Context: an optimization exercise on an open-source flow, tuned for small area. The choices shown serve that exercise and are no tape-out recipe. The RTL was checked by simulation tests, not by an equivalence proof against the original design. Power figures rest on the tool's default switching activity, not on a simulated workload.

==> flow/config.mk <==
export PLATFORM = sky130hd
export DESIGN_NAME = multiport_regfile
export DESIGN_NICKNAME = multiport_regfile
export VERILOG_FILES = /design/flow/design.v
export SDC_FILE = /design/flow/constraint.sdc
export NUM_CORES = 4
export LEC_CHECK = 0
export CAP_MARGIN = 20
export CORE_MARGIN = 2
export CORE_UTILIZATION = 40
export PLACE_DENSITY = 0.6
export SLEW_MARGIN = 20
==> flow/constraint.sdc <==
create_clock -name core_clock -period 5.0 [get_ports {clk}]
set_input_delay 1.0000 -clock core_clock [delete_from_list [all_inputs] [get_ports {clk}]]
set_output_delay 1.0000 -clock core_clock [all_outputs]
set_load 0.01 [all_outputs]
==> flow/design.v <==
module multiport_regfile #(
    parameter int DATA_WIDTH = 32,
    parameter int ADDR_WIDTH = 5,
    parameter int NUM_RD     = 2,
    parameter int ZERO_REG   = 1
) (
    input  logic                         clk,
    input  logic                         rst_n,
    input  logic                         we0,
    input  logic                         we1,
    input  logic [ADDR_WIDTH-1:0]        waddr0,
    input  logic [ADDR_WIDTH-1:0]        waddr1,
    input  logic [DATA_WIDTH-1:0]        wdata0,
    input  logic [DATA_WIDTH-1:0]        wdata1,
    input  logic [DATA_WIDTH/8-1:0]      wbe0,
    input  logic [DATA_WIDTH/8-1:0]      wbe1,
    input  logic [NUM_RD-1:0]            re,
    input  logic [NUM_RD*ADDR_WIDTH-1:0] raddr,
    output logic [NUM_RD*DATA_WIDTH-1:0] rdata,
    output logic [NUM_RD-1:0]            rvalid,
    input  logic                         clr_req,
    output logic                         clr_busy,
    output logic                         wr_drop
);
    localparam int DEPTH     = 2**ADDR_WIDTH;
    localparam int NUM_BYTES = DATA_WIDTH / 8;
    typedef enum logic {IDLE, SWEEP} state_t;
    state_t                             state_reg, state_next;
    logic [ADDR_WIDTH-1:0]              sweep_addr_reg, sweep_addr_next;
    logic                               wr_drop_reg, wr_drop_next;
    logic [DEPTH-1:0][DATA_WIDTH-1:0]   regs_reg;
    logic [DEPTH-1:0][DATA_WIDTH-1:0]   regs_next;
    logic                               clr_active;
    logic [ADDR_WIDTH-1:0]              clr_addr;
    logic                               wr_ok;
    always_comb begin
        state_next      = state_reg;
        sweep_addr_next = sweep_addr_reg;
        clr_active      = 1'b0;
        clr_addr        = '0;
        case (state_reg)
            IDLE: begin
                if (clr_req) begin
                    state_next      = SWEEP;
                    sweep_addr_next = ADDR_WIDTH'(1);
                    clr_active      = 1'b1;
                end
            end
            SWEEP: begin
                clr_active      = 1'b1;
                clr_addr        = sweep_addr_reg;
                sweep_addr_next = sweep_addr_reg + ADDR_WIDTH'(1);
                if (sweep_addr_reg == {ADDR_WIDTH{1'b1}})
                    state_next = IDLE;
            end
            default: state_next = IDLE;
        endcase
    end
    assign wr_ok        = !clr_active;
    assign wr_drop_next = clr_active && (we0 || we1);
    assign clr_busy     = (state_reg == SWEEP);
    assign wr_drop      = wr_drop_reg;
    genvar gi, gb;
    generate
        for (gi = 0; gi < DEPTH; gi++) begin : g_reg
            logic hit0, hit1, hit_clr, force_zero;
            assign hit0       = wr_ok && we0 && (waddr0 == ADDR_WIDTH'(gi));
            assign hit1       = wr_ok && we1 && (waddr1 == ADDR_WIDTH'(gi));
            assign hit_clr    = clr_active && (clr_addr == ADDR_WIDTH'(gi));
            assign force_zero = (ZERO_REG != 0) && (gi == 0);
            for (gb = 0; gb < NUM_BYTES; gb++) begin : g_byte
                assign regs_next[gi][gb*8 +: 8] =
                    (hit_clr || force_zero) ? 8'h00 :
                    (hit1 && wbe1[gb])      ? wdata1[gb*8 +: 8] :
                    (hit0 && wbe0[gb])      ? wdata0[gb*8 +: 8] :
                                              regs_reg[gi][gb*8 +: 8];
            end
        end
    endgenerate
    always_ff @(posedge clk or negedge rst_n) begin
        if (!rst_n) begin
            state_reg      <= IDLE;
            sweep_addr_reg <= '0;
            wr_drop_reg    <= 1'b0;
            regs_reg       <= '0;
        end else begin
            state_reg      <= state_next;
            sweep_addr_reg <= sweep_addr_next;
            wr_drop_reg    <= wr_drop_next;
            regs_reg       <= regs_next;
        end
    end
    generate
        for (gi = 0; gi < NUM_RD; gi++) begin : g_rd
            logic [ADDR_WIDTH-1:0] ra;
            logic [DATA_WIDTH-1:0] word;
            logic [DATA_WIDTH-1:0] rdata_reg;
            logic                  rvalid_reg;
            assign ra = raddr[gi*ADDR_WIDTH +: ADDR_WIDTH];
            assign word = regs_reg[ra];
            always_ff @(posedge clk or negedge rst_n) begin
                if (!rst_n) begin
                    rdata_reg  <= '0;
                    rvalid_reg <= 1'b0;
                end else begin
                    rvalid_reg <= re[gi];
                    if (re[gi])
                        rdata_reg <= ((ZERO_REG != 0) && (ra == '0)) ? '0 : word;
                end
            end
            assign rdata[gi*DATA_WIDTH +: DATA_WIDTH] = rdata_reg;
            assign rvalid[gi]                         = rvalid_reg;
        end
    endgenerate
endmodule
==> flow/run.sh <==
#!/bin/bash
# synth_recipe.tcl (not shown) runs the flow's synth.tcl, then flattens the netlist and writes it again
# the make line also repeats each setting of config.mk as NAME=value (left out here)
make -C /OpenROAD-flow-scripts/flow DESIGN_CONFIG=/design/flow/config.mk WORK_HOME=/design/flow/orfs CLKGATE_MAP_FILE= SYNTH_SCRIPT=/design/flow/synth_recipe.tcl finish
==> impl_results.md <==
- Vias in the first global route: 58,490
- CP Data Arrival Time: 4.51 ns
- Worst Hold Class: input pin to async pin
- CTS Buffer Depth: 3
- Area contributors post-synth: dfrtp_1 (38%), mux2i_1 (16%), mux4_2 (14%), o31ai_1 (7.4%), nand2_1 (4.6%)
- Initial Util: approximately 40%
- Mux contribution to synthesized area: between 30% and 40%
- Max Fanout on Critical Path: about 50
- Antenna violations before repair: 20
- Detailed Route Iter0 Violations: slightly below 9,000
- Most common cell in the netlist: mux2i_1
- Logic pwr share: 33.0%
- Largest net degree at the start of global routing: 126
- First-pass GRT wire length: ~440,000 microns
- Distinct cells, synth: between 70 and 80
- Synth Area in Compound Gates: approximately 17%
- Switching pwr: roughly 0.013 W
- Total Nets Final: 6,438
- WL final: 308,900 microns
- Tot GR Track Use: ~34%
- Fillers: between 15,000 and 20,000
- Final setup vio count: 0
- Final period util: 77.29%
- Min cycle time layout: a little under 4 ns
- Fmax: roughly 0.26 GHz
- Leak: ~32 nW
- Antenna-violating nets left: 0
- CTS tree: built
- Die Span X: ~420 microns
- Count of pins over their slew limit: 0
- GR Layer Usage met1: between 40% and 50%
- Fin Hold WS: 0.2199 ns
- # IOs: ~170
- Layer with the highest usage: met2
- Die area: around 180,000 sq um
- Met2 Use GR: about half
- Resized Gates After CTS: 0
- Int Pwr: roughly 0.022 W
- H-tree depth: 3
- DPL Wire Length: ~200,000 microns
- Worst-margin pin slew: between 1 and 1.5 ns
- WP data required: ~5.7 ns
- Avg WL per Cell: 35.20 microns
- Sequential Area: 26,650 sq um
- Largest family of logic cells by synthesized area: multiplexers
- Routability cong.: approximately 0.97
- Syn. warnings: 1
- Clock root cell: clkbuf_16
- Final core utilization: between 40% and 50%
- Routing usage on met3: between 10% and 20%
- CTS Buf Count: between 100 and 150
- CTS Hold Bufs: 0
- Power per cell area: between 400 and 500 nW/um^2
- Footprint of the multi-input gates: about 41,000 sq um
- Clock transition at path regs: about 0.060 ns
- Seq cells post-synth: roughly 1,100
- Net Sw Frac: 37.65%
- Total negative slack: 0 ns
- Average cell area after synthesis: around 11 sq um
- Worst-Skew Late Latency: between 0.8 and 0.9 ns
- Worst path cell trace: clkdlybuf4s50_1, or4b_4, nor2_1, nand2_1, mux2i_1, a21oi_1
- Power share of the clock group: around a quarter
- Gr ovfl total: 0
- Die Span Y: ~420 microns
- Layout area overhead: 13.17%
- CP peak stage delay: ~1.1 ns
- Max FFs per register: approximately 990
- Post-synth EDFFs: 0
- Netlist Area Pre-Place: about 70,000 sq um
- Synth area leader: dfrtp_1
- Setup slack, reg-to-reg: about 1.4 ns
- Drt via density: between 6 and 7
- Slew HR: ~18%
- RSZ-0062 raised after global routing: false
- Postcts setup bufs: 0
- Peak supply drop: 331.6 uV
- Total power: roughly 0.034 W
- DRC viols: 0
- Post-synth top cells: mux2i_1 (1,127), dfrtp_1 (1,065), nand2_1 (853)
- Crit path launch type: input pin
- Ys async rst share: between 90% and 100%
- Top FF cell, synth: dfrtp_1
- First-pass DRT Iterations: 8
- Synth Area in XOR/XNOR: less than 1%
- Sequential share of the synthesized area: a little under two fifths
- IO Port Bufs: 166
- CP endpoint kind: flop
- Clk sink count: between 1,000 and 1,500
- Setup Crit Path Kind: input pin to flop
- Layout cells sized above 1: between 20% and 30%
- Top-area cell type share of the netlist area: 37.96%
- Crit-path slowest cell: or4b_4
- Outcome: complete, no violations
- Synth Area in Simple Gates: slightly above 8%
- CORE AREA: approximately 170,000 sq um
- Post-Synth Adder-Cell Area: less than 1%
- Vias: between 60,000 and 70,000
- Syn_nets: 6,502
- Hold Fails Final Rpt: 0
- Maxcap violations: 0
- Site Rows: between 150 and 200
- Sequential Power Share: 41.2%
- Post-Syn Instances: 6,401
- Setup Skew: 0.04103 ns
## power groups by stage
stage | clock, W | combinational (W) | sequential, W
6_report | 0.00890 | 0.0114 | 0.0142
2_1_floorplan | 0 | 0.00761 | 0.0131
3_5_place_dp | 0 | 0.0111 | 0.0142
4_1_cts | 0.00893 | 0.0111 | 0.0141
5_1_grt | 0.00927 | 0.0121 | 0.0145
3_3_place_gp | 0 | 0.0108 | 0.0140
## metrics by stage
step,cells,cell area (sq um),setup WS [ns]
after floorplan,6401,70210,1.876
after detailed placement,8535,75350,0.4671
after global placement,8534,75320,0.5343
final,8774,79450,1.136
after CTS,8753,79140,1.326
after global routing,8770,79440,1.153
## worst max-delay path: cells and delay by family
family | cells | cell delay [ns]
multiplexers | 1 | 0.29
AND/OR/NAND/NOR | 3 | 2.32
AO/OA/AOI/OAI | 1 | 0.10
buffers and inverters | 1 | 0.74
## layer usage
layer,up-vias,routed length [microns]
met4,12,25270
met1,30650,112900
met5,-,186
met3,984,37240
met2,4214,133300
li1,24440,-
## cell type report
class	instances	area share, %
inverters	8	0.03779
multi-input cells	4555	51.39
clock inverters	32	0.3354
flip-flops and latches	1065	33.54
clock buffers	186	4.441
repair buffers	589	6.542
diodes	14	0.04409
well taps	2325	3.661
## cell usage in the layout (no fill, tap or decap), types with 21 or more instances in the layout
cell type	instances
buf_12	30
a21oi_1	403
a211oi_2	60
a211oi_1	96
clkdlybuf4s50_1	141
o211ai_1	30
a221o_1	62
o31ai_1	691
nor2_1	73
buf_4	393
dfrtp_1	1064
clkbuf_16	118
clkbuf_8	32
a221oi_1	63
nor3_2	105
mux2i_1	1127
clkinv_2	23
o21ai_0	29
mux2_2	66
clkbuf_1	36
mux4_2	434
nor2b_1	27
nor2_4	28
a22oi_1	21
o31ai_2	45
nor3_1	31
nand2_1	852
nand3_1	31
o22ai_1	32
## cells by family after synthesis
logic type / after synthesis
AOI/OAI and AO/OA: 1650
muxes: 1627
and+or+nand+nor: 1274
DFF: 1065
buffers and inverters: 781
xor gates and xnor gates: 2
adders and majority gates: 2
## path summary, 6_finish.rpt
kind | cells past startpoint | to | startpoint
setup / recovery | 6 | regs_reg[125] | clr_req
setup reg to reg | 5 | regs_reg[718] | state_reg
hold / removal | 1 | regs_reg[981] | rst_n
min in group core_clock | 2 | regs_reg[605] | regs_reg[605]
max in group asynchronous | 2 | regs_reg[587] | rst_n
hold reg to reg | 2 | regs_reg[605] | regs_reg[605]

## what the ideal ports hide
How much do the figures lean on ideal ports? The routed layout below was timed once more, with nothing changed but the port constraints. Step 1 sets driving cells, clkbuf_16 on the clock port and buf_2 on the other inputs (assumed; they add their load-dependent delay and slew). Step 2 adds t to the input delays and takes it off the output delays; t is the mean of the earliest and latest rising clock arrival at the registers after step 1. Input paths then give back, and output paths get back, about the clock's delay inside the block. Slacks: ideal / step 1 / step 2; pairs: ideal / step 1.
t, ns: 0.881
setup WS [ns]: 1.136 / 1.140 / 0.259
worst setup path after step 2: input to register
After both steps setup and hold are still met in this run. For this run, drivers alone change the setup slack by +0.004 ns; drivers and shift together by -0.877 ns.
